Source: an optimization exercise on an open RTL-to-GDS flow (aim: small area and a short achievable clock period). Production flows keep margins and buffers that such runs may drop. In this exercise RTL edits were held to simulation tests only and were not proved equivalent to the original. The flow treats the clock pin as an ideal source, which a real chip does not have. Power is estimated from default activity; no workload was simulated.

Setup of run A:
## neuron_mac
module neuron_mac #(
    parameter int BITS       = 32,
    parameter int NUM_INPUTS = 3,
    parameter int W_BITS     = 16,
    parameter int B_BITS     = 32
) (
    input  logic                     clk,
    input  logic                     rst,
    input  logic                     start,
    input  logic                     in_valid,
    output logic                     in_ready,
    input  logic signed [BITS-1:0]   x_in,
    input  logic                     w_we,
    input  logic [7:0]               w_addr,
    input  logic signed [W_BITS-1:0] w_data,
    input  logic                     bias_we,
    input  logic signed [B_BITS-1:0] bias_data,
    output logic [BITS+24:0]         mult_sum_out,
    output logic [31:0]              counter,
    output logic                     out_valid
);
Size: about 1900 cells after synthesis, about 190 I/O pins.
clock: 11.0 ns
lec_check: 0
cap_margin: 20
core_margin: 2
core_utilization: 55
slew_margin: 20
synth_hierarchical: 1
standard.sh (not shown) runs the stock make flow with config.mk's settings and CLKGATE_MAP_FILE= SYNTH_SCRIPT=/design/flow/synth_recipe.tcl, a recipe that flattens the netlist after the stock synthesis.
==> flow/flow/run.sh <==
#!/bin/bash
# Own flow: the standard layout (standard.sh, with the standard synthesis unchanged), with
#  - every port still buffered by buffer_ports, with a plain buffer cell instead of the delay
#    buffer it picks by default;
#  - after CTS, flow/skew.tcl (POST_CTS_TCL hook) clocks the multiplier's launch registers from
#    buffers on the clock root, so their clock arrives earlier (skew for internal paths only).
# make's full output goes to make_finish.log; each ORFS step logs to orfs/logs/.
set -euo pipefail
MARGIN=7
TNS=10
BUFCELL=sky130_fd_sc_hd__buf_1
bash standard.sh SETUP_SLACK_MARGIN=$MARGIN TNS_END_PERCENT=$TNS \
  "BUFFER_PORTS_ARGS=-buffer_cell $BUFCELL" "POST_CTS_TCL=$PWD/flow/skew.tcl" \
  finish > make_finish.log 2>&1
Other scripts of this flow, unchanged in this note and not shown: flow/flow/skew.tcl
For run B, these inputs were changed with respect to run A:
diff --git a/flow/flow/run.sh b/flow/flow/run.sh
--- a/flow/flow/run.sh
+++ b/flow/flow/run.sh
@@ -10 +10 @@
-TNS=10
+TNS=100
diff --git a/flow/config.mk b/flow/config.mk
--- a/flow/config.mk
+++ b/flow/config.mk
@@ -10 +10,3 @@
-export CORE_UTILIZATION = 55
+export CORE_UTILIZATION = 45
+export CTS_CLUSTER_DIAMETER = 120
+export CTS_CLUSTER_SIZE = 40
==> summary.txt <==
Compared to run A, run B has multi-input logic portion of the cell area 0.35 points lower. | number of detailed-route iterations in the first pass | run B vs run A | 1 higher |. Run B has sequential share of layout area below what run A had. On via count: between run B and run A, it ends up lower for run A. [compare] base=run A new=run B: design area +about 8%, final cell count +5.6%, setup slack +0.16 ns, number of fillers in the final layout +26%, final HPWL from detailed placement +about 2.7%. Wire length ended up 3.7 mm higher on run B than on run A. Where leakage power figure is concerned, run A is better than run B.
Changes in run C relative to run B:
diff --git a/flow/flow/run.sh b/flow/flow/run.sh
--- a/flow/flow/run.sh
+++ b/flow/flow/run.sh
@@ -10 +10 @@
-TNS=100
+TNS=10
diff --git a/flow/config.mk b/flow/config.mk
--- a/flow/config.mk
+++ b/flow/config.mk
@@ -11,2 +10,0 @@
-export CTS_CLUSTER_DIAMETER = 120
-export CTS_CLUSTER_SIZE = 40
Results
- First-iteration DRC count (run C vs. run B) decreases by more than 10%
- Total power: run B vs run C — no meaningful difference
- The final routed wirelength across all metal layers in run C sits 3.4 mm below the value recorded for run B.
What run D does differently from run C at the input level:
diff --git a/flow/config.mk b/flow/config.mk
--- a/flow/config.mk
+++ b/flow/config.mk
@@ -10,0 +11,2 @@
+export CTS_CLUSTER_DIAMETER = 100
+export CTS_CLUSTER_SIZE = 30
[summary]
- Between run D and run C, the clock skew is higher for run C.
- Delta (run D minus run C): switching power share of the total saw an increase; number of hold violations in the final report barely changed.
- Run D vs run C — clock network power dropped by more than a quarter
- Comparing run D and run C, the higher CTS clock-pin slew for the worst setup and hold paths is on run D.
- Endpoint arrival time on the critical path for run D is lower than for run C.
- Run D vs. run C: time the final worst path needs with I/O delays and setup now sits lower; total net switching power fell about 4.6%.
- Run C reports its endpoint of the worst setup timing path as mult_sum_out[36] while run D reports mult_sum_out[27].

-- re-timing with driven ports --
Ports are ideal in the flow. The routed layouts listed here were re-timed in OpenROAD. Step 1 sets driving cells, clkbuf_16 on the clock port and buf_2 on the other inputs (assumed; they add their load-dependent delay and slew). Step 2, shift: input delay + t, output delay - t, t = (earliest + latest rising clock arrival at the registers) / 2. This alone moves slack from input paths to output paths. Slacks: no drivers / after step 1 / after step 2; pairs: no drivers / after step 1.
run | t, ns | setup slack, ns | clock arrival spread, ns | pins driven straight from the clock port
run A | 0.562 | 6.253 / 6.195 / 6.481 | 0.322 / 0.322 | 1
run B | 0.530 | 6.408 / 6.349 / 6.600 | 0.253 / 0.253 | 1
run C | 0.550 | 6.348 / 6.291 / 6.545 | 0.314 / 0.314 | 1
run D | 0.526 | 6.404 / 6.347 / 6.526 | 0.255 / 0.255 | 1
Clock arrivals are far apart in run A and run C, so t is only a midpoint there and step 2 fits no single register.
